Context: an optimization exercise on an open-source flow, tuned for small area and a short achievable clock period. The choices shown serve that exercise and are no tape-out recipe.
In this exercise RTL edits were held to simulation tests only and were not proved equivalent to the original.
No activity file was given, so power comes from the tool's default toggle rates.

===== config.mk =====
export PLATFORM = sky130hd
export DESIGN_NAME = pong_sprite_renderer
export DESIGN_NICKNAME = pong_sprite_renderer
export VERILOG_FILES = /design/flow/design.v
export SDC_FILE = /design/flow/constraint.sdc
export NUM_CORES = 4
export LEC_CHECK = 0
export CAP_MARGIN = 20
export CORE_MARGIN = 2
export CORE_UTILIZATION = 60
export CTS_CLUSTER_DIAMETER = 150
export CTS_CLUSTER_SIZE = 25
export SETUP_SLACK_MARGIN = 3.5
export SLEW_MARGIN = 20

===== flow/run.sh =====
#!/bin/bash
# Standard synthesis, then the combinational logic re-mapped by ABC for delay
# (flip-flop instances untouched), then the standard layout from floorplan on.
set -euo pipefail
here=$(pwd)
bash standard.sh synth > "$here/synth_std.log" 2>&1
R=$here/orfs/results/$FLOW_PLATFORM/pong_sprite_renderer/base
O=$here/orfs/objects/$FLOW_PLATFORM/pong_sprite_renderer/base
cp "$R/1_2_yosys.v" "$here/1_2_yosys_std.v"
YOSYS=yosys
[ -x "$FLOW_HOME/../tools/install/yosys/bin/yosys" ] && YOSYS="$FLOW_HOME/../tools/install/yosys/bin/yosys"
export REMAP_LIB="$FLOW_HOME/platforms/sky130hd/lib/sky130_fd_sc_hd__tt_025C_1v80.lib"
export REMAP_IN="$here/1_2_yosys_std.v"
export REMAP_OUT="$here/1_2_yosys_remap.v"
export REMAP_TOP="$FLOW_TOP"
export REMAP_CONSTR="$O/abc.constr"
export REMAP_SCRIPT="$here/flow/remap.abc"
export REMAP_DONTUSE="$(grep -o -- '-dont_use [A-Za-z0-9_]*' "$here/orfs/logs/$FLOW_PLATFORM/pong_sprite_renderer/base/1_2_yosys.log" | sort -u | tr '\n' ' ')"
"$YOSYS" -c "$here/flow/remap.tcl" > "$here/remap.log" 2>&1
cp "$REMAP_OUT" "$R/1_2_yosys.v"
touch "$R/1_2_yosys.v"
bash standard.sh > "$here/layout.log" 2>&1

===== flow/remap.tcl =====
# Re-map the combinational logic of the standard synthesis netlist with ABC,
# keeping every flip-flop (and tie) cell instance, with its name and cell type.
yosys -import
set lib $::env(REMAP_LIB)
read_liberty -ignore_miss_func -ignore_miss_dir -setattr liberty_cell $lib
read_verilog $::env(REMAP_IN)
hierarchy -top $::env(REMAP_TOP)
setattr -mod -set keep_hierarchy 1 sky130_fd_sc_hd__df* sky130_fd_sc_hd__edf* sky130_fd_sc_hd__conb_1
flatten
opt_clean -purge
techmap
opt -fast
abc -liberty $lib {*}$::env(REMAP_DONTUSE) -constr $::env(REMAP_CONSTR) -script $::env(REMAP_SCRIPT)
opt_clean -purge
setundef -zero
hilomap -singleton -hicell sky130_fd_sc_hd__conb_1 HI -locell sky130_fd_sc_hd__conb_1 LO
insbuf -buf sky130_fd_sc_hd__buf_4 A X
splitnets
opt_clean -purge
yosys rename -enumerate
check
blackbox sky130_fd_sc_hd__*
stat -liberty $lib
write_verilog -noattr -nohex -nodec $::env(REMAP_OUT)

===== standard.sh =====
#!/bin/bash
# synth_recipe.tcl (not shown) runs the flow's synth.tcl, then flattens the netlist and writes it again
# the make line also repeats each setting of config.mk as NAME=value (left out here)
make -C /OpenROAD-flow-scripts/flow DESIGN_CONFIG=/design/flow/config.mk WORK_HOME=/design/flow/orfs CLKGATE_MAP_FILE= SYNTH_SCRIPT=/design/flow/synth_recipe.tcl "${@:-finish}"

===== constraint.sdc =====
create_clock -name core_clock -period 6.5 [get_ports {clk}]
set_input_delay 1.3000 -clock core_clock [delete_from_list [all_inputs] [get_ports {clk}]]
set_output_delay 1.3000 -clock core_clock [all_outputs]
set_load 0.01 [all_outputs]

===== flow/remap.abc =====
strash
dc2
dch -f
map -D 1500
topo
buffer -p
upsize -D 1500
dnsize -D 1500

===== design.v =====
`default_nettype none
module pong_sprite_renderer #(
    parameter int          N_SPRITES = 8,
    parameter int          IDX_W     = 3,
    parameter int          COORD_W   = 16,
    parameter logic [11:0] BG_COLOR  = 12'h111,
    parameter int          LATENCY   = 2
) (
    input  logic               clk,
    input  logic               rst,
    input  logic [COORD_W-1:0] h_cnt,
    input  logic [COORD_W-1:0] v_cnt,
    input  logic               pix_valid,
    input  logic [1:0]         sync_in,
    input  logic               frame_start,
    input  logic               wr_en,
    input  logic [IDX_W-1:0]   wr_idx,
    input  logic [COORD_W-1:0] wr_px,
    input  logic [COORD_W-1:0] wr_py,
    input  logic [COORD_W-1:0] wr_hw,
    input  logic [COORD_W-1:0] wr_hh,
    input  logic [11:0]        wr_color,
    input  logic               wr_enable,
    input  logic               cfg_commit,
    output logic               commit_pending,
    output logic [11:0]        rgb_out,
    output logic               rgb_valid,
    output logic [1:0]         sync_out
);
    localparam int CW = COORD_W;
    logic r_commit_pending;
    logic w_commit_now;
    logic w_wr_ok;
    assign w_commit_now = frame_start && (r_commit_pending || cfg_commit);
    assign w_wr_ok      = wr_en && ({1'b0, wr_idx} < (IDX_W+1)'(N_SPRITES));
    logic [CW:0] w_lo_h, w_hi_h, w_lo_v, w_hi_v;    
    pong_add #(.W(CW)) u_lo_h (.a(wr_px), .b(~wr_hw), .ci(1'b1), .s(w_lo_h[CW-1:0]), .co(w_lo_h[CW]), .inv_co(1'b1));
    pong_add #(.W(CW)) u_lo_v (.a(wr_py), .b(~wr_hh), .ci(1'b1), .s(w_lo_v[CW-1:0]), .co(w_lo_v[CW]), .inv_co(1'b1));
    pong_add #(.W(CW)) u_hi_h (.a(wr_px), .b(wr_hw),  .ci(1'b0), .s(w_hi_h[CW-1:0]), .co(w_hi_h[CW]), .inv_co(1'b0));
    pong_add #(.W(CW)) u_hi_v (.a(wr_py), .b(wr_hh),  .ci(1'b0), .s(w_hi_v[CW-1:0]), .co(w_hi_v[CW]), .inv_co(1'b0));
    logic [CW:0]   r_sh_lo_h [N_SPRITES];
    logic [CW:0]   r_sh_hi_h [N_SPRITES];
    logic [CW:0]   r_sh_lo_v [N_SPRITES];
    logic [CW:0]   r_sh_hi_v [N_SPRITES];
    logic [11:0]   r_sh_color[N_SPRITES];
    logic          r_sh_en   [N_SPRITES];
    logic [CW:0]   r_act_lo_h [N_SPRITES];
    logic [CW:0]   r_act_hi_h [N_SPRITES];
    logic [CW:0]   r_act_lo_v [N_SPRITES];
    logic [CW:0]   r_act_hi_v [N_SPRITES];
    logic [11:0]   r_act_color[N_SPRITES];
    logic          r_act_en   [N_SPRITES];
    always_ff @(posedge clk or negedge rst) begin
        if (!rst) begin
            r_commit_pending <= 1'b0;
        end else if (w_commit_now) begin
            r_commit_pending <= 1'b0;
        end else if (cfg_commit) begin
            r_commit_pending <= 1'b1;
        end
    end
    logic [CW-1:0] r_h, r_v, r_hn, r_vn;    
    logic          r_vld0, r_vld1;
    logic [1:0]    r_sync0, r_sync1;
    always_ff @(posedge clk or negedge rst) begin
        if (!rst) begin
            r_vld0  <= 1'b0;
            r_vld1  <= 1'b0;
            r_sync0 <= 2'b00;
            r_sync1 <= 2'b00;
        end else begin
            r_vld0  <= pix_valid;
            r_vld1  <= r_vld0;
            r_sync0 <= sync_in;
            r_sync1 <= r_sync0;
        end
    end
    always_ff @(posedge clk) begin
        r_h  <= h_cnt;
        r_v  <= v_cnt;
        r_hn <= ~h_cnt;
        r_vn <= ~v_cnt;
    end
    logic [N_SPRITES-1:0] w_hit;
    generate
        for (genvar gi = 0; gi < N_SPRITES; gi++) begin : g_sprite
            logic w_sel;
            assign w_sel = w_wr_ok && (wr_idx == IDX_W'(gi));
            always_ff @(posedge clk or negedge rst) begin
                if (!rst) begin
                    r_sh_en[gi]  <= 1'b0;
                    r_act_en[gi] <= 1'b0;
                end else begin
                    if (w_sel)        r_sh_en[gi]  <= wr_enable;
                    if (w_commit_now) r_act_en[gi] <= r_sh_en[gi];
                end
            end
            always_ff @(posedge clk) begin
                if (w_sel) begin
                    r_sh_lo_h[gi]  <= w_lo_h;
                    r_sh_hi_h[gi]  <= w_hi_h;
                    r_sh_lo_v[gi]  <= w_lo_v;
                    r_sh_hi_v[gi]  <= w_hi_v;
                    r_sh_color[gi] <= wr_color;
                end
                if (w_commit_now) begin
                    r_act_lo_h[gi]  <= r_sh_lo_h[gi];
                    r_act_hi_h[gi]  <= r_sh_hi_h[gi];
                    r_act_lo_v[gi]  <= r_sh_lo_v[gi];
                    r_act_hi_v[gi]  <= r_sh_hi_v[gi];
                    r_act_color[gi] <= r_sh_color[gi];
                end
            end
            logic [CW-1:0] g0_lh, p0_lh, g0_hh, p0_hh, g0_lv, p0_lv, g0_hv, p0_hv;
            assign g0_lh = r_h & ~r_act_lo_h[gi][CW-1:0];
            assign p0_lh = r_h | ~r_act_lo_h[gi][CW-1:0];
            assign g0_hh = r_act_hi_h[gi][CW-1:0] & r_hn;
            assign p0_hh = r_act_hi_h[gi][CW-1:0] | r_hn;
            assign g0_lv = r_v & ~r_act_lo_v[gi][CW-1:0];
            assign p0_lv = r_v | ~r_act_lo_v[gi][CW-1:0];
            assign g0_hv = r_act_hi_v[gi][CW-1:0] & r_vn;
            assign p0_hv = r_act_hi_v[gi][CW-1:0] | r_vn;
            logic w_gt_h, w_lt_h, w_gt_v, w_lt_v;
            pong_gt_tree #(.W(CW)) u_gt_h (.g(g0_lh), .p(p0_lh), .gt(w_gt_h));
            pong_gt_tree #(.W(CW)) u_lt_h (.g(g0_hh), .p(p0_hh), .gt(w_lt_h));
            pong_gt_tree #(.W(CW)) u_gt_v (.g(g0_lv), .p(p0_lv), .gt(w_gt_v));
            pong_gt_tree #(.W(CW)) u_lt_v (.g(g0_hv), .p(p0_hv), .gt(w_lt_v));
            assign w_hit[gi] = r_act_en[gi]
                            && (r_act_lo_h[gi][CW] || w_gt_h) && (r_act_hi_h[gi][CW] || w_lt_h)
                            && (r_act_lo_v[gi][CW] || w_gt_v) && (r_act_hi_v[gi][CW] || w_lt_v);
        end
    endgenerate
    logic [11:0] w_c01, w_c23, w_c45, w_c67, w_c03, w_c47, w_color;
    logic        w_h01, w_h23, w_h45, w_h03;
    logic [11:0] r_rgb;
    assign w_h01   = w_hit[0] | w_hit[1];
    assign w_h23   = w_hit[2] | w_hit[3];
    assign w_h45   = w_hit[4] | w_hit[5];
    assign w_h03   = w_h01 | w_h23;
    assign w_c01   = w_hit[0] ? r_act_color[0] : r_act_color[1];
    assign w_c23   = w_hit[2] ? r_act_color[2] : r_act_color[3];
    assign w_c45   = w_hit[4] ? r_act_color[4] : r_act_color[5];
    assign w_c67   = w_hit[6] ? r_act_color[6] : (w_hit[7] ? r_act_color[7] : BG_COLOR);
    assign w_c03   = w_h01 ? w_c01 : w_c23;
    assign w_c47   = w_h45 ? w_c45 : w_c67;
    assign w_color = w_h03 ? w_c03 : w_c47;
    always_ff @(posedge clk or negedge rst) begin
        if (!rst) begin
            r_rgb <= 12'h000;
        end else begin
            r_rgb <= r_vld0 ? w_color : 12'h000;
        end
    end
    assign commit_pending = r_commit_pending;
    assign rgb_out        = r_rgb;
    assign rgb_valid      = r_vld1;
    assign sync_out       = r_sync1;
endmodule
module pong_gt_tree #(
    parameter int W = 16
) (
    input  logic [W-1:0] g,
    input  logic [W-1:0] p,
    output logic         gt
);
    generate
        if (W == 1) begin : g_leaf
            assign gt = g[0];
        end else begin : g_node
            localparam int WL = W / 2;
            logic [W-WL-1:0] gh, ph;
            logic gl, gu, pu;
            pong_gt_tree #(.W(WL)) u_lo (.g(g[WL-1:0]), .p(p[WL-1:0]), .gt(gl));
            pong_gp_tree #(.W(W-WL)) u_hi (.g(g[W-1:WL]), .p(p[W-1:WL]), .go(gu), .po(pu));
            assign gt = gu | (pu & gl);
        end
    endgenerate
endmodule
module pong_gp_tree #(
    parameter int W = 8
) (
    input  logic [W-1:0] g,
    input  logic [W-1:0] p,
    output logic         go,
    output logic         po
);
    generate
        if (W == 1) begin : g_leaf
            assign go = g[0];
            assign po = p[0];
        end else begin : g_node
            localparam int WL = W / 2;
            logic gl, pl, gu, pu;
            pong_gp_tree #(.W(WL))   u_lo (.g(g[WL-1:0]), .p(p[WL-1:0]), .go(gl), .po(pl));
            pong_gp_tree #(.W(W-WL)) u_hi (.g(g[W-1:WL]), .p(p[W-1:WL]), .go(gu), .po(pu));
            assign go = gu | (pu & gl);
            assign po = pu & pl;
        end
    endgenerate
endmodule
module pong_add #(
    parameter int W = 16
) (
    input  logic [W-1:0] a,
    input  logic [W-1:0] b,
    input  logic         ci,
    input  logic         inv_co,
    output logic [W-1:0] s,
    output logic         co
);
    logic [W-1:0] p, g, gg, pp;
    logic [W:0]   c;
    always_comb begin
        p = a ^ b;
        g = a & b;
        gg = g;
        pp = p;
        gg[0] = g[0] | (p[0] & ci);
        for (int d = 1; d < W; d = d * 2) begin
            for (int i = W - 1; i >= d; i--) begin
                gg[i] = gg[i] | (pp[i] & gg[i-d]);
                pp[i] = pp[i] & pp[i-d];
            end
        end
        c[0] = ci;
        for (int i = 0; i < W; i++) c[i+1] = gg[i];
        s  = p ^ c[W-1:0];
        co = c[W] ^ inv_co;
    end
endmodule
`default_nettype wire

==> metrics.yaml, run 1 <==
status: "no timing/DRC/antenna violations"
fp.coreArea_sq_um: 81850
wl_um: 110600
postCtsHoldBufs: 0
reg2reg_slack_ps: 3190
setup_viol: 0
dp.cells: 4337
fmax_ghz: 0.2965
fin_ws_ps: 3127
numCtsBuffers: 59
drt_iter0_markers: 2627
start_util: 0.6042
num_rows: 105
rsz0062_at_grt: "yes"
max_slew_margin: 0.3492
final_cell_area_sq_um: 57030
power_mw: 16.18
netlist_instances: 3178
hp-class: "reg -> reg"
clk_path_buf_depth: 3
cts_sinks: 1347
period_minus_slack_ps: 3373
pre_cts_ws_ps: 1549
final_cells: 4630
swShare: 0.2325
layout-drive-gt1-share: 0.1675
tns_ps: 0
synth_fp_nets: 3298
die_h_um: 291.1
routedWlPerCell_um: 23.88
cp-endpoint: "r_sh_hi_h[0][15]"
vias: 27940
fp.dieArea_sq_um: 84730
clk_latency_ps: 690
gp_congestion: 0.9312
slew_viol_final: 0
placed_area_sq_um: 52200
avgSynthCellArea_sq_um: 15.56
final_nets: 3630
ant_nets: 0
grtUsageTotal: 0.2559
grt_max_degree: 184
p_seq_frac: 0.634
internal-power_mw: 12.42
worstPathMaxFanout: 8
cts_root_buffer: "clkbuf_16"
r2r-end: "r_rgb[11]"
startpoint: "wr_px[1]"
setup.worst_path.start_class: "input pin"
htree_levels: 2
tightest_slew_ps: 969.2
syn_to_final_growth_pct: 15.33
grt_overflow: 0
dr.pass1.iters: 6
powerDensity_nw_per_um2: 283.7
finClkSkew_ps: 29.74
viasPerCell: 6.035
drc: 0
fin_crit_sh: 0.5189
r2r_cells: 12
r2r-start: "r_vn[9]"
drv_cap: 0
ios: 136
crit_type: "in -> reg"
io_buffers: 135
cts_tree: "built"
clk_pin_slew_ps: 90
syn_area_sq_um: 49450
p_leak_nw: 19.69
cp.arrival_ps: 3900
first_global_vias: 28190
die_x_um: 291.1
power_frac_clock: 0.263
place_hpwl_um: 68070
cp.required_ps: 7030
finalHoldViolCount: 0
p_comb_frac: 0.104
switchingPower_mw: 3.762
endpoint_kind: "flop"
nFillCells: 5337
max-vdd-ir-drop_mv: 0.2336
grt_pass1_wl_um: 163200
yosysWarnings: 14
antenna_found_initial: 2
## cells in the final DEF, fill, tap and decap left out, types with 19 or more instances in the layout
| cell | n |
|---|---|
| edfxtp_1 | 1248 |
| nand2_1 | 260 |
| inv_1 | 238 |
| nor2_1 | 235 |
| buf_4 | 155 |
| a22oi_1 | 111 |
| o22ai_1 | 107 |
| clkdlybuf4s50_1 | 107 |
| o21ai_0 | 101 |
| a21oi_1 | 97 |
| clkbuf_16 | 63 |
| o221ai_1 | 47 |
| clkbuf_1 | 47 |
| o211ai_1 | 39 |
| nand3_1 | 36 |
| dfrtp_1 | 35 |
| dfxtp_1 | 35 |
| buf_6 | 30 |
| o21ai_1 | 29 |
| a221oi_1 | 23 |
| dfxtp_2 | 22 |
| nor2_4 | 21 |
| nor2_2 | 21 |
| a211oi_1 | 21 |
| nor3_1 | 19 |
## registers in the layout, indices dropped and copies added (netlist names), 96 cells and up
register and flops:
r_sh_lo_v 135, r_act_lo_h 136, r_act_color 96, r_act_hi_h 128
r_sh_hi_v 129, r_sh_hi_h 128, r_act_lo_v 136, r_act_hi_v 128
r_sh_lo_h 136, r_sh_color 96
## metal layers
layer / global-route usage / wire, um / up-vias
li1: - / - / 12720
met1: 0.3404 / 43410 / 14010
met2: 0.4451 / 56570 / 986
met3: 0.02955 / 6784 / 233
met4: 0.08303 / 3822 / 0
met5: 0 / 0 / -
## power by group through the flow
| stage | sequential, mW | clock (mW) | combinational, mW |
|---|---|---|---|
| floorplan | 10.4 | 0 | 0.786 |
| global placement | 10.4 | 0 | 1.28 |
| global route | 10.3 | 4.64 | 1.80 |
| CTS | 10.3 | 4.33 | 1.56 |
| detailed placement | 10.4 | 0 | 1.32 |
| finish | 10.3 | 4.25 | 1.68 |
## worst min-delay path by stage
stage	depth (start not counted)	to	slack [ps]	from
after floorplan	0	r_sync1[0]	330	r_sync0[0]
after global placement	0	r_sync1[1]	330	r_sync0[1]
after detailed placement	0	r_sync1[0]	340	r_sync0[0]
after CTS	0	r_sync1[0]	360	r_sync0[0]
after global routing	0	r_sync1[0]	370	r_sync0[0]
final	0	r_sync1[0]	360	r_sync0[0]
## worst max-delay path, cell delays in order
cell and delay [ps]:
buf_8 100, nand2_2 80, nand2_2 100, o21ai_4 80
nor2_4 110, nor2_2 70, nor3_2 240, nor2_2 90
inv_2 70, a21oi_4 50, o221ai_2 190, nand3_2 140
a31oi_4 230, o21bai_4 110, nand2_1 110, nand3_2 110
a21oi_4 180, buf_6 130, nand4_1 70, o211ai_1 140
buf_4 190
## per-stage QoR
step / hold WS (ps) / util
finish: 357.2 / 0.6968
global route: 369.1 / 0.6968
CTS: 360.9 / 0.6863
detailed placement: 340.5 / 0.6377
global placement: 332.0 / 0.6377
floorplan: 331.2 / -
## cell type report
type                            instances  area [sq um]  share of cell area
Multi-Input combinational cell       1490          9916              0.1739
Clock buffer                          107          1678             0.02942
Timing Repair Buffer                  335          3248             0.05695
Antenna cell                            1         2.502          0.00004388
Timing Repair inverter                  1         7.507           0.0001316
Tap cell                             1070          1339             0.02347
Clock inverter                          3         30.03           0.0005265
Sequential cell                      1347         39690              0.6959
Inverter                              276          1126             0.01974
## what timing repair did
action	4_1_cts	5_1_grt
resized for setup	381	108
buffers inserted	137	41
cloned	1	3
pin swaps	98	61
endpoints found under the setup margin	916	653
==> inputs of run 2 (changes only) <==
==> flow/remap.abc (replaced) <==
&get -n
&st
&syn2
&sopb
&put
dch -f
map -D 1000
topo
buffer -p
upsize -D 1000
dnsize -D 1000
==> metrics.yaml, run 2 <==
status: "no timing/DRC/antenna violations"  # unchanged
clk_latency_ps: 680  # was 690 ps
max-vdd-ir-drop_mv: 0.2867  # was 0.2336 mV
wl_um: 134800  # was 110600 um
grt_overflow: 0  # unchanged
finalHoldViolCount: 0  # unchanged
crit_type: "in -> reg"  # unchanged
start_util: 0.6064  # was 0.6042
grt_pass1_wl_um: 196700  # was 163200 um
yosysWarnings: 14  # unchanged
numCtsBuffers: 59  # unchanged
setup_viol: 0  # unchanged
num_rows: 108  # was 105
die_x_um: 300.3  # was 291.1 um
p_comb_frac: 0.113  # was 0.104
cp.required_ps: 6950  # was 7030 ps
io_buffers: 135  # unchanged
cts_root_buffer: "clkbuf_16"  # unchanged
mostFrequentLayoutCells: "edfxtp_1 (1248), nand2_1 (501), inv_1 (307)"  # was edfxtp_1 (1248), nand2_1 (260), inv_1 (238)
hp-class: "reg -> reg"  # unchanged
fin_ws_ps: 3555  # was 3127 ps
avgSynthCellArea_sq_um: 13.78  # was 15.56 sq um
final_nets: 4149  # was 3630
placed_area_sq_um: 55300  # was 52200 sq um
fp.dieArea_sq_um: 90210  # was 84730 sq um
postCtsHoldBufs: 0  # unchanged
gp_congestion: 0.9484  # was 0.9312
path_delay_family: "buffers and inverters"  # was simple AND/OR/NAND/NOR gates
mostFrequentLayoutCell: "edfxtp_1"  # unchanged
layout-drive-gt1-share: 0.1120  # was 0.1675
cts_tree: "built"  # unchanged
finClkSkew_ps: 19.56  # was 29.74 ps
netlist_instances: 3825  # was 3178
holdWs_ps: 363.7  # was 357.2 ps
drt_iter0_markers: 3582  # was 2627
power_frac_clock: 0.263  # about the same
cpPeakStageDelay_ps: 520  # was 240 ps
ios: 136  # unchanged
clk_path_buf_depth: 3  # unchanged
syn_area_sq_um: 52690  # was 49450 sq um
place_hpwl_um: 90030  # was 68070 um
first_global_vias: 31520  # was 28190
endpoint_kind: "flop"  # unchanged
ant_nets: 0  # unchanged
vias: 32230  # was 27940
tns_ps: 0  # unchanged
fin_crit_sh: 0.4531  # was 0.5189
cts_sinks: 1347  # unchanged
grtUsageTotal: 0.2978  # was 0.2559
reg_top3: "r_act_lo_h (136), r_act_lo_v (136), r_sh_lo_h (136)"  # unchanged
p_seq_frac: 0.624  # was 0.634
worstPathMaxFanout: 8  # unchanged
die_h_um: 300.3  # was 291.1 um
synth_fp_nets: 3945  # was 3298
setup.worst_path.start_class: "input pin"  # unchanged
drc: 0  # unchanged
period_minus_slack_ps: 2945  # was 3373 ps
powerDensity_nw_per_um2: 280.4  # was 283.7 nW/um^2
path_common_cell: "nand2_2"
grt_max_degree: 99  # was 184
post-route-util: 0.6772  # was 0.6968
final_cells: 5236  # was 4630
swShare: 0.2452  # was 0.2325
final_cell_area_sq_um: 58840  # was 57030 sq um
antenna_found_initial: 0  # was 2
htree_levels: 2  # unchanged
syn_to_final_growth_pct: 11.66  # was 15.33%
internal-power_mw: 12.45  # was 12.42 mW
tightest_slew_ps: 1070  # was 969.2 ps
drv_cap: 0  # unchanged
switchingPower_mw: 4.045  # was 3.762 mW
power_mw: 16.50  # was 16.18 mW
routedWlPerCell_um: 25.74  # was 23.88 um
cp.arrival_ps: 3390  # was 3900 ps
viasPerCell: 6.155  # was 6.035
crit_slowest_cell: "clkdlybuf4s50_1"  # was nor3_2
slew_viol_final: 0  # unchanged
p_leak_nw: 20.91  # was 19.69 nW
clk_pin_slew_ps: 100  # was 90 ps
dr.pass1.iters: 6  # unchanged
fp.coreArea_sq_um: 86890  # was 81850 sq um
dp.cells: 5054  # was 4337
pre_cts_ws_ps: 1879  # was 1549 ps
rsz0062_at_grt: "yes"  # unchanged
cp_cell_sequence: "clkdlybuf4s50_1 > inv_1 > nand2_2 > nand2_2 > nor2_1 > nand4_1 > nand2_2 > nand4_1 > buf_4 > nand3_4 > buf_6 > xor2_4 > buf_12"  # was buf_8 > nand2_2 > nand2_2 > o21ai_4 > nor2_4 > nor2_2 > nor3_2 > nor2_2 > inv_2 > a21oi_4 > o221ai_2 > nand3_2 > a31oi_4 > o21bai_4 > nand2_1 > nand3_2 > a21oi_4 > buf_6 > nand4_1 > o211ai_1 > buf_4
fmax_ghz: 0.3395  # was 0.2965 GHz
max_slew_margin: 0.2818  # was 0.3492
timing.critical_path.buf_inv: 5  # was 4
==> run 2: layout make-up <==
class                           count  area (sq um)
Sequential cell                  1347         39690
Fill cell                        5990         28050
Multi-Input combinational cell   2037         12230
Timing Repair Buffer              223          2351
Clock buffer                      110          1710
Tap cell                         1155          1445
Inverter                          361          1380
Clock inverter                      2         25.02
Antenna cell                        1         2.502
==> run 2: routing by layer <==
layer | vias to the layer above | routed length [um] | track usage
met5 | - | 0 | 0
met4 | 0 | 5594 | 0.1123
met3 | 249 | 7479 | 0.02934
met2 | 1157 | 69130 | 0.5213
met1 | 16190 | 52590 | 0.3887
li1 | 14630 | - | -
==> run 2: worst reg2reg max path, stage by stage, from the launching register on <==
cell and delay (ps):
dfxtp_1 440, inv_2 170, nand2_1 120, nand3_1 180, o211ai_1 470, nand4_1 150, buf_4 200, nor2_4 140
buf_12 150, nand4_4 200, buf_12 220, nand4_1 80, o211ai_1 110, o2bb2ai_1 220
==> run 2: power by group through the flow <==
stage | sequential (mW) | combinational [mW] | clock, mW
4_1_cts | 10.3 | 1.78 | 4.38
5_1_grt | 10.3 | 2.01 | 4.67
3_5_place_dp | 10.5 | 1.62 | 0
2_1_floorplan | 10.5 | 0.990 | 0
6_report | 10.3 | 1.87 | 4.33
3_3_place_gp | 10.5 | 1.59 | 0
==> run 2: timing repair <==
action,CTS,global route
pin swaps,34,32
hold endpoints to repair,0,0
buffers inserted,37,28
gates cloned,3,1
gates resized for setup,175,135
endpoints found under the setup margin,774,686
==> run 2: path summary, 6_finish.rpt <==
path	slack [ps]	cells past startpoint	endpoint	from
hold / removal	360	0	r_sync1[1]	r_sync0[1]
max in group asynchronous	5290	1	r_act_en[4]	rst
setup reg to reg	3570	13	r_rgb[7]	r_v[15]
hold reg to reg	360	0	r_sync1[1]	r_sync0[1]
min in group asynchronous	690	1	r_rgb[1]	rst
setup / recovery	3550	13	r_sh_lo_v[2][12]	wr_hh[5]
==> inputs of run 3 (changes only) <==
--- a/config.mk
+++ b/config.mk
@@ -11,4 +11,4 @@
 export CTS_CLUSTER_DIAMETER = 150
 export CTS_CLUSTER_SIZE = 25
-export SETUP_SLACK_MARGIN = 3.5
+export SETUP_SLACK_MARGIN = 4.3
 export SLEW_MARGIN = 20
==> metrics.yaml, run 3 <==
worstHoldStart: "r_sync0[1]"  # unchanged
final_nets: 4386  # was 4149
mostFrequentLayoutCells: "edfxtp_1 (1248), nand2_1 (436), inv_1 (284)"  # was edfxtp_1 (1248), nand2_1 (501), inv_1 (307)
cp.arrival_ps: 3120  # was 3390 ps
mostFrequentLayoutCell: "edfxtp_1"  # unchanged
clk_latency_ps: 690  # was 680 ps
placed_area_sq_um: 55300  # unchanged
finClkSkew_ps: 21.88  # was 19.56 ps
routedWlPerCell_um: 27.67  # was 25.74 um
io_buffers: 135  # unchanged
gp_congestion: 0.9484  # unchanged
setup.worst_path.start_class: "input pin"  # unchanged
p_leak_nw: 22.82  # was 20.91 nW
grt_pass1_wl_um: 210600  # was 196700 um
cp.required_ps: 6920  # was 6950 ps
num_rows: 108  # unchanged
drt_iter0_markers: 4120  # was 3582
status: "no timing/DRC/antenna violations"  # unchanged
slew_viol_final: 0  # unchanged
max-vdd-ir-drop_mv: 0.2849  # was 0.2867 mV
htree_levels: 2  # unchanged
grtUsageTotal: 0.3223  # was 0.2978
fin_crit_sh: 0.4153  # was 0.4531
finalHoldViolCount: 0  # unchanged
start_util: 0.6064  # unchanged
dr.pass1.iters: 7  # was 6
numCtsBuffers: 59  # unchanged
postCtsHoldBufs: 0  # unchanged
vias: 34250  # was 32230
clk_pin_slew_ps: 90  # was 100 ps
reg_top3: "r_act_lo_h (136), r_act_lo_v (136), r_sh_lo_h (136)"  # unchanged
period_minus_slack_ps: 2700  # was 2945 ps
crit_slowest_cell: "o211ai_1"  # was clkdlybuf4s50_1
fp.coreArea_sq_um: 86890  # unchanged
yosysWarnings: 14  # unchanged
r2r-start: "r_v[15]"  # unchanged
syn_to_final_growth_pct: 21.43  # was 11.66%
cts_root_buffer: "clkbuf_16"  # unchanged
drc: 0  # unchanged
first_global_vias: 33010  # was 31520
final_cell_area_sq_um: 63980  # was 58840 sq um
setup_viol: 0  # unchanged
power_mw: 17.11  # was 16.50 mW
synth_fp_nets: 3945  # unchanged
cts_tree: "built"  # unchanged
drv_cap: 0  # unchanged
cts_sinks: 1347  # unchanged
tns_ps: 0  # unchanged
clk_path_buf_depth: 3  # unchanged
place_hpwl_um: 90030  # unchanged
wl_um: 151500  # was 134800 um
syn_area_sq_um: 52690  # unchanged
avgSynthCellArea_sq_um: 13.78  # unchanged
tightest_slew_ps: 843.9  # was 1070 ps
rsz0062_at_grt: "yes"  # unchanged
worstPathMaxFanout: 8  # unchanged
powerDensity_nw_per_um2: 267.4  # was 280.4 nW/um^2
fp.dieArea_sq_um: 90210  # unchanged
die_h_um: 300.3  # unchanged
cp_cell_sequence: "buf_8 > inv_4 > nand2_4 > o211ai_1 > o21a_1 > nand3_2 > nand4_1 > nand2_2 > nand4_1 > nand4_1 > nand2_2 > nand2_2 > nand2_2 > nand2_4"  # was clkdlybuf4s50_1 > inv_1 > nand2_2 > nand2_2 > nor2_1 > nand4_1 > nand2_2 > nand4_1 > buf_4 > nand3_4 > buf_6 > xor2_4 > buf_12
viasPerCell: 6.257  # was 6.155
reg2reg_slack_ps: 3830  # was 3570 ps
fmax_ghz: 0.3704  # was 0.3395 GHz
path_common_cell: "nand2_2"  # unchanged
max_slew_margin: 0.4333  # was 0.2818
r2r-end: "r_rgb[2]"  # was r_rgb[7]
netlist_instances: 3825  # unchanged
crit_type: "in -> reg"  # unchanged
pre_cts_ws_ps: 1879  # unchanged
r2r_cells: 12  # was 13
hold_depth: 0  # unchanged
ios: 136  # unchanged
layout-drive-gt1-share: 0.2499  # was 0.1120
endpoint_kind: "flop"  # unchanged
cpPeakStageDelay_ps: 240  # was 520 ps
grt_overflow: 0  # unchanged
die_x_um: 300.3  # unchanged
fin_ws_ps: 3800  # was 3555 ps
min_to: "r_sync1[1]"  # unchanged
hp-class: "reg -> reg"  # unchanged
ant_nets: 0  # unchanged
antenna_found_initial: 0  # unchanged
grt_max_degree: 99  # unchanged
==> run 3: worst max path at each step <==
stage,start,endpoint,slack (ps)
after floorplan,cfg_commit,r_act_color[0][0],-4960
after global placement,wr_px[0],r_sh_hi_h[7][13],2010
after detailed placement,wr_hw[0],r_sh_hi_h[5][13],1880
after CTS,wr_py[1],r_sh_hi_v[5][15],3880
after global routing,wr_py[1],r_sh_lo_v[5][15],3730
final,wr_py[0],r_sh_lo_v[5][15],3800
==> run 3: what timing repair did <==
| item | in CTS | in global routing |
|---|---|---|
| resized for setup | 880 | 338 |
| pin swaps | 165 | 179 |
| endpoints found under the setup margin | 1782 | 923 |
| gates cloned | 25 | 8 |
| buffers inserted | 162 | 111 |
==> run 3: critical path: cells and delay by family <==
kind	cells	cell delay, ps
and+or+nand+nor	10	1200
buffers and inverters	2	160
AOI/OAI and AO/OA	2	450
==> run 3: metrics by stage <==
stage / hold WS, ps / cells / utilization
global placement: 332.9 / 5054 / 0.6364
global route: 375.1 / 5472 / 0.7363
finish: 361.6 / 5473 / 0.7364
CTS: 360.3 / 5353 / 0.7072
floorplan: 331.2 / 3825 / -
detailed placement: 336.2 / 5054 / 0.6364
==> run 3: routing by layer <==
| metal | up-vias | routed length [um] | track usage |
|---|---|---|---|
| li1 | 15120 | - | - |
| met1 | 17120 | 55680 | 0.4074 |
| met2 | 1622 | 75180 | 0.5542 |
| met3 | 387 | 11380 | 0.04184 |
| met4 | 0 | 9215 | 0.1570 |
| met5 | - | 0 | 0 |
==> run 3: cell type report <==
class                           instances  area (sq um)
Sequential cell                      1347         39830
Multi-Input combinational cell       2041         14350
Fill cell                            5374         22910
Clock inverter                          2         25.02
Inverter                              361          1518
Tap cell                             1155          1445
Clock buffer                          110          1710
Timing Repair Buffer                  456          5102
Antenna cell                            1         2.502
==> run 3: power breakdown <==
part	internal, mW	total, mW	switching (mW)
Sequential	10.0	10.3	0.247
Combinational	0.937	2.47	1.53
Clock	1.79	4.36	2.57
Total	12.8	17.1	4.34
==> inputs of run 4 (changes only) <==
--- a/config.mk
+++ b/config.mk
@@ -11,4 +11,4 @@
 export CTS_CLUSTER_DIAMETER = 150
 export CTS_CLUSTER_SIZE = 25
-export SETUP_SLACK_MARGIN = 4.3
+export SETUP_SLACK_MARGIN = 3.9
 export SLEW_MARGIN = 20
==> metrics.yaml, run 4 <==
rsz0062_at_grt: "yes"  # unchanged
layout-drive-gt1-share: 0.1958  # was 0.2499
io_buffers: 135  # unchanged
max-vdd-ir-drop_mv: 0.2830  # was 0.2849 mV
grt_overflow: 0  # unchanged
clk_latency_ps: 690  # about the same
vias: 32920  # was 34250
start_util: 0.6064  # unchanged
netlist_instances: 3825  # unchanged
period_minus_slack_ps: 2711  # was 2700 ps
syn_area_sq_um: 52690  # unchanged
ios: 136  # unchanged
drc: 0  # unchanged
numCtsBuffers: 59  # unchanged
synth_fp_nets: 3945  # unchanged
finalHoldViolCount: 0  # unchanged
ant_nets: 0  # unchanged
status: "no timing/DRC/antenna violations"  # unchanged
hp-class: "reg -> reg"  # unchanged
antenna_found_initial: 0  # unchanged
grtUsageTotal: 0.3055  # was 0.3223
max_slew_margin: 0.3761  # was 0.4333
setup.worst_path.start_class: "input pin"  # unchanged
setup_viol: 0  # unchanged
placed_area_sq_um: 55300  # unchanged
viasPerCell: 6.159  # was 6.257
fp.coreArea_sq_um: 86890  # unchanged
dr.pass1.iters: 8  # was 7
num_rows: 108  # unchanged
clk_path_buf_depth: 3  # unchanged
place_hpwl_um: 90030  # unchanged
fin_crit_sh: 0.4171  # was 0.4153
gr-usage-met1: 0.3965  # was 0.4074
powerDensity_nw_per_um2: 273.6  # was 267.4 nW/um^2
final_cell_area_sq_um: 61200  # was 63980 sq um
dp.cells: 5054  # unchanged
cp.arrival_ps: 3140  # was 3120 ps
syn_to_final_growth_pct: 16.15  # was 21.43%
yosysWarnings: 14  # unchanged
grt_use_met3: 0.03114  # was 0.04184
cts_tree: "built"  # unchanged
cts_root_buffer: "clkbuf_16"  # unchanged
met2_usage: 0.5345  # was 0.5542
drv_cap: 0  # unchanged
final_nets: 4256  # was 4386
tightest_slew_ps: 932.7  # was 843.9 ps
die_x_um: 300.3  # unchanged
p_leak_nw: 21.69  # was 22.82 nW
avgSynthCellArea_sq_um: 13.78  # unchanged
top_usage_layer: "met2"  # unchanged
final_cells: 5345  # was 5473
reg_top3: "r_act_lo_h (136), r_act_lo_v (136), r_sh_lo_h (136)"  # unchanged
endpoint_kind: "flop"  # unchanged
worstPathMaxFanout: 8  # unchanged
wl_um: 140100  # was 151500 um
fp.dieArea_sq_um: 90210  # unchanged
drt_iter0_markers: 3705  # was 4120
clk_pin_slew_ps: 100  # was 90 ps
gp_congestion: 0.9484  # unchanged
cts_sinks: 1347  # unchanged
crit_type: "in -> reg"  # unchanged
cp.required_ps: 6930  # was 6920 ps
die_h_um: 300.3  # unchanged
slew_viol_final: 0  # unchanged
htree_levels: 2  # unchanged
mostFrequentLayoutCells: "edfxtp_1 (1248), nand2_1 (463), inv_1 (295)"  # was edfxtp_1 (1248), nand2_1 (436), inv_1 (284)
mostFrequentLayoutCell: "edfxtp_1"  # unchanged
fmax_ghz: 0.3689  # was 0.3704 GHz
power_mw: 16.74  # was 17.11 mW
first_global_vias: 32130  # was 33010
nFillCells: 5728  # was 5374
grt_max_degree: 99  # unchanged
finClkSkew_ps: 24.91  # was 21.88 ps
grt_pass1_wl_um: 201300  # was 210600 um
routedWlPerCell_um: 26.22  # was 27.67 um
==> run 4: cell type report <==
cell class / count / area (sq um) / share of cell area
multi-input combinational: 2038 / 13400 / 0.2189
antenna: 3 / 7.507 / 0.0001227
inverter: 361 / 1455 / 0.02378
clock inverter: 2 / 25.02 / 0.0004089
sequential: 1347 / 39820 / 0.6506
clock buffer: 110 / 1710 / 0.02795
tap: 1155 / 1445 / 0.02361
timing repair buffer: 329 / 3344 / 0.05465
==> run 4: metrics by stage <==
stage | hold slack [ps] | setup WS, ps | util | TNS [ps]
after floorplan | 331.2 | -4963 | - | -3253510
after detailed placement | 336.2 | 1879 | 0.6364 | 0
final | 366.6 | 3789 | 0.7044 | 0
after global placement | 332.9 | 2007 | 0.6364 | 0
after CTS | 360.3 | 3767 | 0.6857 | 0
after global routing | 374.6 | 3690 | 0.7043 | 0
==> run 4: report_power, final <==
group	total (mW)	internal (mW)	switching, mW
Sequential	10.3	10.0	0.248
Combinational	2.11	0.735	1.38
Clock	4.35	1.79	2.55
==> run 4: path summary, 6_finish.rpt <==
check / slack [ps] / cells past startpoint / endpoint / start
setup / recovery: 3790 / 11 / r_sh_hi_v[0][7] / wr_hh[0]
hold / removal: 370 / 0 / r_sync1[1] / r_sync0[1]
setup reg to reg: 3890 / 14 / r_rgb[5] / r_act_lo_h[0][0]
hold reg to reg: 370 / 0 / r_sync1[1] / r_sync0[1]
max in group asynchronous: 5280 / 1 / r_act_en[4] / rst
min in group asynchronous: 690 / 1 / r_rgb[1] / rst
==> run 4: critical path, stage by stage <==
cell and delay [ps]:
buf_4 130, nand2_2 110, nand2_1 80, and3_4 200
o22ai_4 190, o21ai_4 110, buf_4 140, o21ai_1 430
o21ai_2 130, xnor2_2 150, buf_4 170
==> run 4: per-layer routing <==
layer  vias up  share of wire
met5         -              0
met4         0          0.043
met3       286          0.060
met2      1299           0.51
met1     16470           0.38
li1      14860              -
==> run 4: what timing repair did <==
item / CTS / global route
hold buffers: 0 / 0
endpoints found under the setup margin: 1547 / 790
buffers inserted: 99 / 68
resized for setup: 594 / 311
gates cloned: 7 / 2
pin swaps: 98 / 118
endpoints found under the hold margin: 0 / 0
==> inputs of run 5 (changes only) <==
--- a/flow/remap.abc
+++ b/flow/remap.abc
@@ -1,4 +1,6 @@
 &get -n
 &st
+&syn2
+&sopb
 &syn2
 &sopb
--- a/config.mk
+++ b/config.mk
@@ -11,4 +11,5 @@
 export CTS_CLUSTER_DIAMETER = 150
 export CTS_CLUSTER_SIZE = 25
+export PLACE_DENSITY = 0.72
 export SETUP_SLACK_MARGIN = 3.9
 export SLEW_MARGIN = 20
==> metrics.yaml, run 5 <==
slew_viol_final: 0  # unchanged
fp.coreArea_sq_um: 86750  # was 86890 sq um
final_cell_area_sq_um: 61030  # was 61200 sq um
die_h_um: 299.8  # was 300.3 um
clk_path_buf_depth: 3  # unchanged
worstPathMaxFanout: 8  # unchanged
viasPerCell: 6.239  # was 6.159
place_hpwl_um: 83010  # was 90030 um
wl_um: 137400  # was 140100 um
mostFrequentLayoutCells: "edfxtp_1 (1248), nand2_1 (444), inv_1 (335)"  # was edfxtp_1 (1248), nand2_1 (463), inv_1 (295)
reg_top3: "r_act_lo_h (136), r_act_lo_v (136), r_sh_lo_h (136)"  # unchanged
ios: 136  # unchanged
cp.arrival_ps: 3300  # was 3140 ps
power_mw: 16.68  # was 16.74 mW
synth_fp_nets: 3931  # was 3945
rsz0062_at_grt: "yes"  # unchanged
placed_area_sq_um: 55210  # was 55300 sq um
fmax_ghz: 0.3485  # was 0.3689 GHz
fp.dieArea_sq_um: 89910  # was 90210 sq um
io_buffers: 135  # unchanged
period_minus_slack_ps: 2870  # was 2711 ps
numCtsBuffers: 59  # unchanged
drc: 0  # unchanged
finalHoldViolCount: 0  # unchanged
powerDensity_nw_per_um2: 273.4  # was 273.6 nW/um^2
htree_levels: 2  # unchanged
start_util: 0.6053  # was 0.6064
tightest_slew_ps: 1111  # was 932.7 ps
first_global_vias: 31660  # was 32130
vias: 33300  # was 32920
p_leak_nw: 21.71  # was 21.69 nW
cpPeakStageDelay_ps: 340  # was 430 ps
holdWs_ps: 358.4  # was 366.6 ps
setup.worst_path.start_class: "input pin"  # unchanged
crit_slowest_cell: "nor4_4"  # was o21ai_1
grt_pass1_wl_um: 193600  # was 201300 um
grtUsageTotal: 0.2932  # was 0.3055
status: "no timing/DRC/antenna violations"  # unchanged
netlist_instances: 3811  # was 3825
syn_area_sq_um: 52520  # was 52690 sq um
max_slew_margin: 0.2542  # was 0.3761
cts_tree: "built"  # unchanged
grt_max_degree: 115  # was 99
gp_congestion: 0.9284  # was 0.9484
drt_iter0_markers: 3955  # was 3705
routedWlPerCell_um: 25.74  # was 26.22 um
final_nets: 4250  # was 4256
die_x_um: 299.8  # was 300.3 um
crit_type: "in -> reg"  # unchanged
max-vdd-ir-drop_mv: 0.2318  # was 0.2830 mV
cp_cell_sequence: "buf_8 > inv_6 > nor2_4 > inv_2 > nand2_4 > nor4_4 > o2111ai_2 > nand4_1 > buf_4 > o2111ai_4 > a41oi_2 > o211ai_1 > buf_4"  # was buf_4 > nand2_2 > nand2_1 > and3_4 > o22ai_4 > o21ai_4 > buf_4 > o21ai_1 > o21ai_2 > xnor2_2 > buf_4
fin_crit_sh: 0.4415  # was 0.4171
setup_viol: 0  # unchanged
nFillCells: 5591  # was 5728
grt_overflow: 0  # unchanged
finClkSkew_ps: 26.43  # was 24.91 ps
layout-drive-gt1-share: 0.1907  # was 0.1958
clk_latency_ps: 680  # was 690 ps
path_common_cell: "buf_4"  # unchanged
hp-class: "reg -> reg"  # unchanged
dr.pass1.iters: 5  # was 8
clk_pin_slew_ps: 100  # about the same
drv_cap: 0  # unchanged
endpoint_kind: "flop"  # unchanged
cts_sinks: 1347  # unchanged
yosysWarnings: 14  # unchanged
antenna_found_initial: 5  # was 0
postCtsHoldBufs: 0  # unchanged
reg2reg_slack_ps: 3770  # was 3890 ps
syn_to_final_growth_pct: 16.22  # was 16.15%
ant_nets: 0  # unchanged
cp.required_ps: 6930  # about the same
avgSynthCellArea_sq_um: 13.78  # about the same
pre_cts_ws_ps: 1768  # was 1879 ps
cts_root_buffer: "clkbuf_16"  # unchanged
num_rows: 108  # unchanged
mostFrequentLayoutCell: "edfxtp_1"  # unchanged
fin_ws_ps: 3630  # was 3789 ps
-- run 5: final cells by class --
class / count / area [sq um] / area share
clock inverters: 1 / 5.005 / 0.00008200
clock buffers: 110 / 1710 / 0.02802
diodes: 3 / 7.507 / 0.0001230
well taps: 1155 / 1445 / 0.02368
inverters: 386 / 1529 / 0.02505
repair buffers: 329 / 3426 / 0.05613
repair inverters: 4 / 26.28 / 0.0004305
flip-flops and latches: 1347 / 39810 / 0.6523
multi-input cells: 2003 / 13080 / 0.2142
-- run 5: metal layers --
| layer | routed length, um | up-vias | global-route usage |
|---|---|---|---|
| li1 | - | 14770 | - |
| met1 | 51090 | 16430 | 0.3869 |
| met2 | 67210 | 1760 | 0.4910 |
| met3 | 12890 | 344 | 0.04885 |
| met4 | 6188 | 2 | 0.1173 |
| met5 | 13 | - | 0 |
-- run 5: path summary, 6_finish.rpt --
kind / cells after the start / from / end
worst max-delay path: 13 / wr_py[5] / r_sh_lo_v[0][15]
worst min-delay path: 0 / r_sync0[0] / r_sync1[0]
worst max register to register: 11 / r_h[14] / r_rgb[8]
worst min register to register: 0 / r_sync0[0] / r_sync1[0]
max in group asynchronous: 1 / rst / r_commit_pending
min in group asynchronous: 1 / rst / r_sync1[0]
-- run 5: power breakdown --
part	switching [mW]	internal [mW]	leakage, nW
clock network	2.53	1.79	0.814
registers	0.245	10.0	12.6
logic	1.37	0.714	8.33
total	4.14	12.5	21.7
-- run 5: worst max-delay path: cells and delay by family --
family,cells,cell delay [ps]
compound gates,4,730
buf+inv,5,600
simple gates,4,660
-- run 5: timing repair --
item | CTS | global route
pin swaps | 88 | 102
endpoints found under the setup margin | 1576 | 620
gates cloned | 10 | 7
gates resized for setup | 553 | 266
setup buffers | 96 | 71
-- run 5: per-stage QoR --
step / TNS (ps) / instances / utilization
after global placement: 0 / 5040 / 0.6364
after floorplan: -3253510 / 3811 / -
after detailed placement: 0 / 5040 / 0.6364
after CTS: 0 / 5257 / 0.6856
final: 0 / 5338 / 0.7035
after global routing: 0 / 5335 / 0.7034
==> inputs of run 6 (changes only) <==
==> flow/remap.abc (replaced) <==
&get -n
&st
&syn2
&sopb
&put
dch -f
map -D 1000
topo
buffer -p
upsize -D 1000
dnsize -D 1000
--- a/config.mk
+++ b/config.mk
@@ -12,4 +12,4 @@
 export CTS_CLUSTER_SIZE = 25
 export PLACE_DENSITY = 0.72
-export SETUP_SLACK_MARGIN = 3.9
+export SETUP_SLACK_MARGIN = 4.05
 export SLEW_MARGIN = 20
==> metrics.yaml, run 6 <==
place_hpwl_um: 86560  # was 83010 um
r2r_cells: 13  # was 11
viasPerCell: 6.253  # was 6.239
p_leak_nw: 22.62  # was 21.71 nW
grt_overflow: 0  # unchanged
syn_area_sq_um: 52690  # was 52520 sq um
cp.arrival_ps: 3140  # was 3300 ps
r2r-start: "r_v[14]"  # was r_h[14]
fmax_ghz: 0.3668  # was 0.3485 GHz
routedWlPerCell_um: 26.32  # was 25.74 um
cp-endpoint: "r_sh_lo_v[7][15]"  # was r_sh_lo_v[0][15]
ant_nets: 0  # unchanged
crit_type: "in -> reg"  # unchanged
reg2reg_slack_ps: 3840  # was 3770 ps
rsz0062_at_grt: "yes"  # unchanged
layout-drive-gt1-share: 0.2448  # was 0.1907
start_util: 0.6064  # was 0.6053
die_h_um: 300.3  # was 299.8 um
endpoint_kind: "flop"  # unchanged
syn_to_final_growth_pct: 20.25  # was 16.22%
vias: 34220  # was 33300
clk_latency_ps: 690  # was 680 ps
pre_cts_ws_ps: 1884  # was 1768 ps
holdWs_ps: 356.0  # was 358.4 ps
wl_um: 144100  # was 137400 um
final_nets: 4388  # was 4250
finClkSkew_ps: 18.90  # was 26.43 ps
gp_congestion: 0.9261  # was 0.9284
setup.worst_path.start_class: "input pin"  # unchanged
max_slew_margin: 0.3716  # was 0.2542
final_cells: 5473  # was 5338
r2r-end: "r_rgb[0]"  # was r_rgb[8]
worstHoldStart: "r_sync0[1]"  # was r_sync0[0]
finalHoldViolCount: 0  # unchanged
tightest_slew_ps: 935.9  # was 1111 ps
n_antenna_cell: 0  # was 3
io_buffers: 135  # unchanged
fin_crit_sh: 0.4194  # was 0.4415
cts_sinks: 1347  # unchanged
mostFrequentLayoutCell: "edfxtp_1"  # unchanged
synth_fp_nets: 3945  # was 3931
dp.cells: 5056  # was 5040
drc: 0  # unchanged
num_rows: 108  # unchanged
fp.coreArea_sq_um: 86890  # was 86750 sq um
reg_top3: "r_act_lo_h (136), r_act_lo_v (136), r_sh_lo_h (136)"  # unchanged
first_global_vias: 32780  # was 31660
netlist_instances: 3825  # was 3811
cts_root_buffer: "clkbuf_16"  # unchanged
tns_ps: 0  # unchanged
startpoint: "wr_py[1]"  # was wr_py[5]
grt_max_degree: 128  # was 115
clk_pin_slew_ps: 90  # was 100 ps
avgSynthCellArea_sq_um: 13.78  # about the same
nFillCells: 5262  # was 5591
status: "no timing/DRC/antenna violations"  # unchanged
post-route-util: 0.7292  # was 0.7035
cts_tree: "built"  # unchanged
setup_viol: 0  # unchanged
drt_iter0_markers: 4386  # was 3955
die_x_um: 300.3  # was 299.8 um
powerDensity_nw_per_um2: 267.0  # was 273.4 nW/um^2
antenna_found_initial: 1  # was 5
slew_viol_final: 0  # unchanged
ios: 136  # unchanged
drv_cap: 0  # unchanged
mostFrequentLayoutCells: "edfxtp_1 (1248), nand2_1 (446), inv_1 (287)"  # was edfxtp_1 (1248), nand2_1 (444), inv_1 (335)
period_minus_slack_ps: 2726  # was 2870 ps
fp.dieArea_sq_um: 90210  # was 89910 sq um
yosysWarnings: 14  # unchanged
postCtsHoldBufs: 0  # unchanged
worstPathMaxFanout: 8  # unchanged
cp.required_ps: 6920  # was 6930 ps
max-vdd-ir-drop_mv: 0.2424  # was 0.2318 mV
htree_levels: 2  # unchanged
numCtsBuffers: 59  # unchanged
grt_pass1_wl_um: 201400  # was 193600 um
fin_ws_ps: 3774  # was 3630 ps
hp-class: "reg -> reg"  # unchanged
clk_path_buf_depth: 3  # unchanged
grtUsageTotal: 0.3059  # was 0.2932
dr.pass1.iters: 7  # was 5
[run 6: area by class of cell]
cell class                 count  area [sq um]  area share
sequential                  1347         39840      0.6287
timing repair buffer         460          4786     0.07553
multi-input combinational   2038         14060      0.2218
clock inverter                 3         37.54   0.0005924
tap                         1155          1445     0.02281
inverter                     361          1533     0.02419
clock buffer                 108          1660     0.02620
timing repair inverter         1         6.256  0.00009874
[run 6: timing repair]
action,4_1_cts,5_1_grt
buffers inserted,173,111
endpoints found under the setup margin,1674,947
hold endpoints to repair,0,0
gates resized for setup,843,282
gates cloned,17,5
pin swaps,168,159
[run 6: metrics by stage]
stage	instance area [sq um]	total power, mW
6_report	63360	16.92
5_1_grt	63360	17.40
4_1_cts	61330	16.64
3_5_place_dp	55390	12.09
3_3_place_gp	55390	12.04
2_1_floorplan	52800	11.45
[run 6: worst max-delay path, stage by stage]
cell and delay, ps:
buf_8 110, inv_8 70, nor2_4 30, o211ai_1 250, o21a_1 240, nand3_2 110, nand4_1 170, nand2_2 110
nand4_1 140, nand4_1 200, nand2_2 160, nand2_2 60, nand2_2 70, nand2_4 100
[run 6: routing by layer]
layer / wire length [um] / up-vias / track usage
li1: - / 15120 / -
met1: 51300 / 16920 / 0.3855
met2: 73560 / 1791 / 0.5379
met3: 11420 / 393 / 0.03403
met4: 7779 / 0 / 0.1351
met5: 0 / - / 0
[run 6: worst min path at each step]
stage	to	slack, ps	cells past startpoint
3_5_place_dp	r_sync1[1]	330	0
6_report	r_sync1[1]	360	0
2_1_floorplan	r_sync1[0]	330	0
3_3_place_gp	r_sync1[0]	330	0
4_1_cts	r_sync1[1]	360	0
5_1_grt	r_sync1[0]	370	0
[run 6: where the power goes]
group          switching, mW  internal, mW
Combinational           1.48         0.863
Clock                   2.56          1.75
Sequential             0.238          10.0
==> inputs of run 7 (changes only) <==
--- a/config.mk
+++ b/config.mk
@@ -12,4 +12,4 @@
 export CTS_CLUSTER_SIZE = 25
 export PLACE_DENSITY = 0.72
-export SETUP_SLACK_MARGIN = 4.05
+export SETUP_SLACK_MARGIN = 3.75
 export SLEW_MARGIN = 20
==> metrics.yaml, run 7 <==
drv_cap: 0  # unchanged
first_global_vias: 31160  # was 32780
reg_top3: "r_act_lo_h (136), r_act_lo_v (136), r_sh_lo_h (136)"  # unchanged
powerDensity_nw_per_um2: 277.1  # was 267.0 nW/um^2
viasPerCell: 6.118  # was 6.253
dr.pass1.iters: 8  # was 7
r2r-end: "r_rgb[0]"  # unchanged
nFillCells: 5801  # was 5262
switchingPower_mw: 4.053  # was 4.279 mW
worstHoldStart: "r_sync0[1]"  # unchanged
clk_pin_slew_ps: 100  # was 90 ps
cp.required_ps: 6900  # was 6920 ps
synth_fp_nets: 3945  # unchanged
start_util: 0.6064  # unchanged
mostFrequentLayoutCells: "edfxtp_1 (1248), nand2_1 (486), inv_1 (303)"  # was edfxtp_1 (1248), nand2_1 (446), inv_1 (287)
mostFrequentLayoutCell: "edfxtp_1"  # unchanged
tightest_slew_ps: 1156  # was 935.9 ps
vias: 32190  # was 34220
swShare: 0.2458  # was 0.2529
grt_max_degree: 128  # unchanged
routedWlPerCell_um: 24.84  # was 26.32 um
r2r_cells: 11  # was 13
netlist_instances: 3825  # unchanged
drc: 0  # unchanged
wl_um: 130700  # was 144100 um
placed_area_sq_um: 55390  # unchanged
avgSynthCellArea_sq_um: 13.78  # unchanged
clk_latency_ps: 670  # was 690 ps
internal-power_mw: 12.43  # was 12.64 mW
cts_tree: "built"  # unchanged
reg2reg_slack_ps: 3760  # was 3840 ps
htree_levels: 2  # unchanged
period_minus_slack_ps: 2811  # was 2726 ps
numCtsBuffers: 59  # unchanged
finClkSkew_ps: 19.39  # was 18.90 ps
gp_congestion: 0.9261  # unchanged
power_mw: 16.49  # was 16.92 mW
layout-drive-gt1-share: 0.1466  # was 0.2448
fp.dieArea_sq_um: 90210  # unchanged
p_leak_nw: 21.03  # was 22.62 nW
pre_cts_ws_ps: 1884  # unchanged
fin_crit_sh: 0.4324  # was 0.4194
clk_path_buf_depth: 3  # unchanged
hold_depth: 0  # unchanged
p_seq_frac: 0.624  # was 0.607
setup.worst_path.start_class: "input pin"  # unchanged
finalHoldViolCount: 0  # unchanged
cts_sinks: 1347  # unchanged
antenna_found_initial: 0  # was 1
tns_ps: 0  # unchanged
max_slew_margin: 0.2239  # was 0.3716
num_rows: 108  # unchanged
slew_viol_final: 0  # unchanged
die_x_um: 300.3  # unchanged
crit_type: "in -> reg"  # unchanged
n_antenna_cell: 0  # unchanged
grt_pass1_wl_um: 189300  # was 201400 um
ios: 136  # unchanged
holdWs_ps: 357.2  # was 356.0 ps
syn_area_sq_um: 52690  # unchanged
yosysWarnings: 14  # unchanged
r2r-start: "r_vn[15]"  # was r_v[14]
power_frac_clock: 0.259  # was 0.254
fmax_ghz: 0.3558  # was 0.3668 GHz
io_buffers: 135  # unchanged
die_h_um: 300.3  # unchanged
cp.arrival_ps: 3210  # was 3140 ps
worstPathMaxFanout: 8  # unchanged
grt_overflow: 0  # unchanged
rsz0062_at_grt: "yes"  # unchanged
min_to: "r_sync1[1]"  # unchanged
status: "no timing/DRC/antenna violations"  # unchanged
hp-class: "reg -> reg"  # unchanged
place_hpwl_um: 86560  # unchanged
setup_viol: 0  # unchanged
final_nets: 4177  # was 4388
drt_iter0_markers: 3612  # was 4386
ant_nets: 0  # unchanged
p_comb_frac: 0.118  # was 0.139
fp.coreArea_sq_um: 86890  # unchanged
final_cell_area_sq_um: 59490  # was 63360 sq um
postCtsHoldBufs: 0  # unchanged
endpoint_kind: "flop"  # unchanged
fin_ws_ps: 3689  # was 3774 ps
max-vdd-ir-drop_mv: 0.2270  # was 0.2424 mV
cts_root_buffer: "clkbuf_16"  # unchanged
grtUsageTotal: 0.2860  # was 0.3059
syn_to_final_growth_pct: 12.89  # was 20.25%
-- run 7: critical path, stage by stage --
cell	delay, ps
clkdlybuf4s50_1	600
inv_1	150
nor2_1	350
a21oi_2	110
o21ai_0	90
o21ai_0	170
nor2_1	160
nor2_2	60
nand3_1	100
nand2_2	120
-- run 7: repair_timing --
action	in CTS	in global routing
cloned	3	1
buffers inserted	49	42
resized for setup	328	236
pin swaps	57	65
setup endpoints to repair	1224	352
-- run 7: through the flow --
step | cells | utilization
4_1_cts | 5219 | 0.6745
3_5_place_dp | 5056 | 0.6374
2_1_floorplan | 3825 | -
6_report | 5262 | 0.6846
3_3_place_gp | 5056 | 0.6374
5_1_grt | 5262 | 0.6846
-- run 7: power groups by stage --
stage | Clock (mW) | Combinational [mW] | Sequential [mW]
final | 4.27 | 1.94 | 10.3
after global routing | 4.62 | 2.07 | 10.3
after CTS | 4.30 | 1.80 | 10.3
after detailed placement | 0 | 1.62 | 10.5
after global placement | 0 | 1.58 | 10.5
after floorplan | 0 | 0.990 | 10.5
-- run 7: layer usage --
metal | GRT usage | vias to the layer above | share of wire
li1 | - | 14660 | -
met1 | 0.3628 | 15960 | 0.37
met2 | 0.5087 | 1321 | 0.52
met3 | 0.02811 | 263 | 0.068
met4 | 0.1144 | 0 | 0.044
met5 | 0 | - | 0
-- run 7: final cells by class --
type	count	area, sq um	share of cell area
clock buffer	108	1660	0.02791
clock inverter	3	37.54	0.0006310
inverter	361	1455	0.02446
multi-input combinational	2037	12650	0.2126
sequential	1347	39770	0.6685
tap	1155	1445	0.02429
timing repair buffer	251	2476	0.04163
-- run 7: worst max path at each step --
| stage | start | endpoint | slack [ps] | depth (start not counted) |
|---|---|---|---|---|
| final | wr_px[12] | r_sh_lo_h[3][15] | 3690 | 10 |
| after global routing | wr_hw[12] | r_sh_lo_h[2][15] | 3580 | 12 |
| after CTS | r_v[7] | r_rgb[5] | 3730 | 9 |
| after detailed placement | wr_px[0] | r_sh_hi_h[2][13] | 1880 | 12 |
| after global placement | wr_px[0] | r_sh_hi_h[2][13] | 1980 | 12 |
| after floorplan | cfg_commit | r_act_color[0][0] | -4960 | 3 |
==> inputs of run 8 (changes only) <==
--- a/config.mk
+++ b/config.mk
@@ -12,4 +12,5 @@
 export CTS_CLUSTER_SIZE = 25
 export PLACE_DENSITY = 0.72
-export SETUP_SLACK_MARGIN = 3.75
+export SETUP_SLACK_MARGIN = 3.9
 export SLEW_MARGIN = 20
+export TNS_END_PERCENT = 30
==> metrics.yaml, run 8 <==
status: "no timing/DRC/antenna violations"  # unchanged
fin_ws_ps: 3672  # was 3689 ps
max_slew_margin: 0.3793  # was 0.2239
clk_pin_slew_ps: 90  # was 100 ps
cts_root_buffer: "clkbuf_16"  # unchanged
clk_latency_ps: 690  # was 670 ps
fmax_ghz: 0.3536  # was 0.3558 GHz
die_x_um: 300.3  # unchanged
power_frac_clock: 0.257  # was 0.259
grtUsageTotal: 0.2882  # was 0.2860
p_leak_nw: 21.56  # was 21.03 nW
start_util: 0.6064  # unchanged
cts_tree: "built"  # unchanged
setup_viol: 0  # unchanged
setup.worst_path.start_class: "flop"  # was input pin
viasPerCell: 6.185  # was 6.118
met2_length_um: 69040  # was 67610 um
wl_met3_um: 9458  # was 8822 um
synth_fp_nets: 3945  # unchanged
switchingPower_mw: 4.084  # was 4.053 mW
syn_to_final_growth_pct: 14.80  # was 12.89%
gp_congestion: 0.9329  # was 0.9261
timing.critical_path.buf_inv: 1  # was 2
cp_cell_sequence: "clkdlybuf4s50_1"  # was clkdlybuf4s50_1 > inv_1 > nor2_1 > a21oi_2 > o21ai_0 > o21ai_0 > nor2_1 > nor2_2 > nand3_1 > nand2_2
crit_slowest_cell: "clkdlybuf4s50_1"  # unchanged
grt_overflow: 0  # unchanged
endpoint_kind: "primary output"  # was flop
first_global_vias: 32030  # was 31160
wl_met1_um: 49060  # was 48480 um
drc: 0  # unchanged
maxUsedRoutingLayer: "met5"  # was met4
die_h_um: 300.3  # unchanged
reg_top3: "r_act_lo_h (136), r_act_lo_v (136), r_sh_lo_h (136)"  # unchanged
final_cell_area_sq_um: 60490  # was 59490 sq um
drt_iter0_markers: 3939  # was 3612
tightest_slew_ps: 927.8  # was 1156 ps
yosysWarnings: 14  # unchanged
grt_pass1_wl_um: 190900  # was 189300 um
slew_viol_final: 0  # unchanged
placed_area_sq_um: 55250  # was 55390 sq um
wl_um: 134400  # was 130700 um
p_comb_frac: 0.123  # was 0.118
vias: 32870  # was 32190
p_seq_frac: 0.620  # was 0.624
cp.arrival_ps: 1530  # was 3210 ps
post-route-util: 0.6962  # was 0.6846
pre_cts_ws_ps: 1809  # was 1884 ps
num_rows: 108  # unchanged
fin_crit_sh: 0.4351  # was 0.4324
hp-class: "reg -> reg"  # unchanged
fp.dieArea_sq_um: 90210  # unchanged
ios: 136  # unchanged
io_buffers: 135  # unchanged
drv_cap: 0  # unchanged
layout-drive-gt1-share: 0.1686  # was 0.1466
avgSynthCellArea_sq_um: 13.78  # unchanged
dr.pass1.iters: 6  # was 8
final_nets: 4228  # was 4177
cpPeakStageDelay_ps: 530  # was 600 ps
mostFrequentLayoutCells: "edfxtp_1 (1248), nand2_1 (477), inv_1 (299)"  # was edfxtp_1 (1248), nand2_1 (486), inv_1 (303)
cp.required_ps: 5200  # was 6900 ps
numCtsBuffers: 59  # unchanged
crit_type: "reg -> out"  # was in -> reg
routedWlPerCell_um: 25.29  # was 24.84 um
rsz0062_at_grt: "yes"  # unchanged
htree_levels: 2  # unchanged
ant_nets: 0  # unchanged
grt_max_degree: 214  # was 128
fp.coreArea_sq_um: 86890  # unchanged
clk_path_buf_depth: 3  # unchanged
max-vdd-ir-drop_mv: 0.2413  # was 0.2270 mV
syn_area_sq_um: 52690  # unchanged
antenna_found_initial: 3  # was 0
swShare: 0.2466  # was 0.2458
place_hpwl_um: 85960  # was 86560 um
finalHoldViolCount: 0  # unchanged
period_minus_slack_ps: 2828  # was 2811 ps
powerDensity_nw_per_um2: 273.8  # was 277.1 nW/um^2
finClkSkew_ps: 29.50  # was 19.39 ps
netlist_instances: 3825  # unchanged
worstPathMaxFanout: 1  # was 8
path_delay_family: "buffers and inverters"  # was simple AND/OR/NAND/NOR gates
internal-power_mw: 12.48  # was 12.43 mW
mostFrequentLayoutCell: "edfxtp_1"  # unchanged
cts_sinks: 1347  # unchanged
## run 8: path summary, 6_finish.rpt
path / slack (ps) / start / to / depth (start not counted)
worst max-delay path: 3670 / r_rgb[0] / rgb_out[0] / 1
worst min-delay path: 360 / r_sync0[0] / r_sync1[0] / 0
worst max register to register: 3830 / r_vn[14] / r_rgb[3] / 11
worst min register to register: 360 / r_sync0[0] / r_sync1[0] / 0
max in group asynchronous: 5270 / rst / r_sh_en[7] / 1
min in group asynchronous: 710 / rst / r_rgb[4] / 1
## run 8: cell type report
type / count / area, sq um
flip-flops and latches: 1347 / 39810
fillers: 5619 / 26400
multi-input cells: 2039 / 12940
repair buffers: 299 / 3154
clock buffers: 108 / 1660
well taps: 1155 / 1445
inverters: 361 / 1441
clock inverters: 3 / 37.54
repair inverters: 1 / 5.005
diodes: 1 / 2.502
## run 8: layer usage
layer | up-vias | track usage
met5 | - | 0
met4 | 4 | 0.1318
met3 | 343 | 0.03859
met2 | 1447 | 0.5107
met1 | 16280 | 0.3529
li1 | 14790 | -
## run 8: through the flow
step / power [mW] / setup TNS (ps) / hold slack (ps) / cells
global placement: 12.03 / 0 / 333.6 / 5052
finish: 16.56 / 0 / 356.5 / 5314
floorplan: 11.45 / -3687420 / 331.2 / 3825
global route: 17.07 / 0 / 369.5 / 5314
CTS: 16.43 / 0 / 358.2 / 5243
detailed placement: 12.09 / 0 / 336.5 / 5052
## run 8: what timing repair did
| action | CTS | global route |
|---|---|---|
| endpoints found under the setup margin | 1348 | 1159 |
| hold buffers | 0 | 0 |
| gates resized for setup | 498 | 211 |
| buffers inserted | 73 | 58 |
| cloned | 7 | 9 |
| pin swaps | 88 | 70 |
## run 8: worst reg2reg max path, cell delays in order (launching register included)
cell and delay [ps]:
dfxtp_4 470, nand2_1 80, o21a_1 270, a21boi_4 280, o2111ai_4 250, a21oi_4 310
nand4_4 240, nand4_4 200, nor2_4 60, buf_12 150, o211ai_1 120, o2bb2ai_2 120
## run 8: power groups by stage
stage	clock (mW)	sequential, mW	combinational (mW)
final	4.25	10.3	2.04
after global routing	4.58	10.3	2.17
after CTS	4.28	10.3	1.87
after detailed placement	0	10.5	1.61
after global placement	0	10.5	1.57
after floorplan	0	10.5	0.987

[re-timing with driven ports]
In the flow no input, the clock included, has a driving cell. The finished layouts below were timed again as built, in two steps. Step 1 (the two cells are an assumption about what drives the block):
set clk [get_ports {clk}]
set_driving_cell -lib_cell sky130_fd_sc_hd__clkbuf_16 $clk
set_driving_cell -lib_cell sky130_fd_sc_hd__buf_2 [delete_from_list [all_inputs] $clk]
Step 2 adds t to the input delays and takes it off the output delays; t is the mean of the earliest and latest rising clock arrival at the registers after step 1. Input paths then give back, and output paths get back, about the clock's delay inside the block. Three values: ideal ports, drivers, drivers and shift; two values: the first two.
run | t, ns | setup slack, ns | worst setup path at the end | clock arrival spread, ns | slew at the worst register clock pin (ns)
run 1 | 0.737 | 3.127 / 3.134 / 2.397 | input to register | 0.036 / 0.036 | 0.11 / 0.11
run 2 | 0.747 | 3.555 / 3.567 / 2.847 | input to register | 0.028 / 0.028 | 0.11 / 0.11
run 3 | 0.754 | 3.800 / 3.827 / 3.081 | input to register | 0.026 / 0.027 | 0.11 / 0.11
run 4 | 0.752 | 3.789 / 3.827 / 3.074 | input to register | 0.031 / 0.031 | 0.11 / 0.11
run 5 | 0.738 | 3.630 / 3.660 / 2.922 | input to register | 0.026 / 0.027 | 0.10 / 0.10
run 6 | 0.742 | 3.774 / 3.801 / 3.058 | input to register | 0.033 / 0.033 | 0.11 / 0.11
run 7 | 0.739 | 3.689 / 3.737 / 2.998 | input to register | 0.025 / 0.026 | 0.10 / 0.10
run 8 | 0.738 | 3.672 / 3.607 / 2.995 | input to register | 0.040 / 0.039 | 0.11 / 0.11
After both steps setup and hold are still met in every run listed. The setup slack of run 1, which loses most, moves by +0.007 ns with the drivers and by -0.730 ns with both steps.
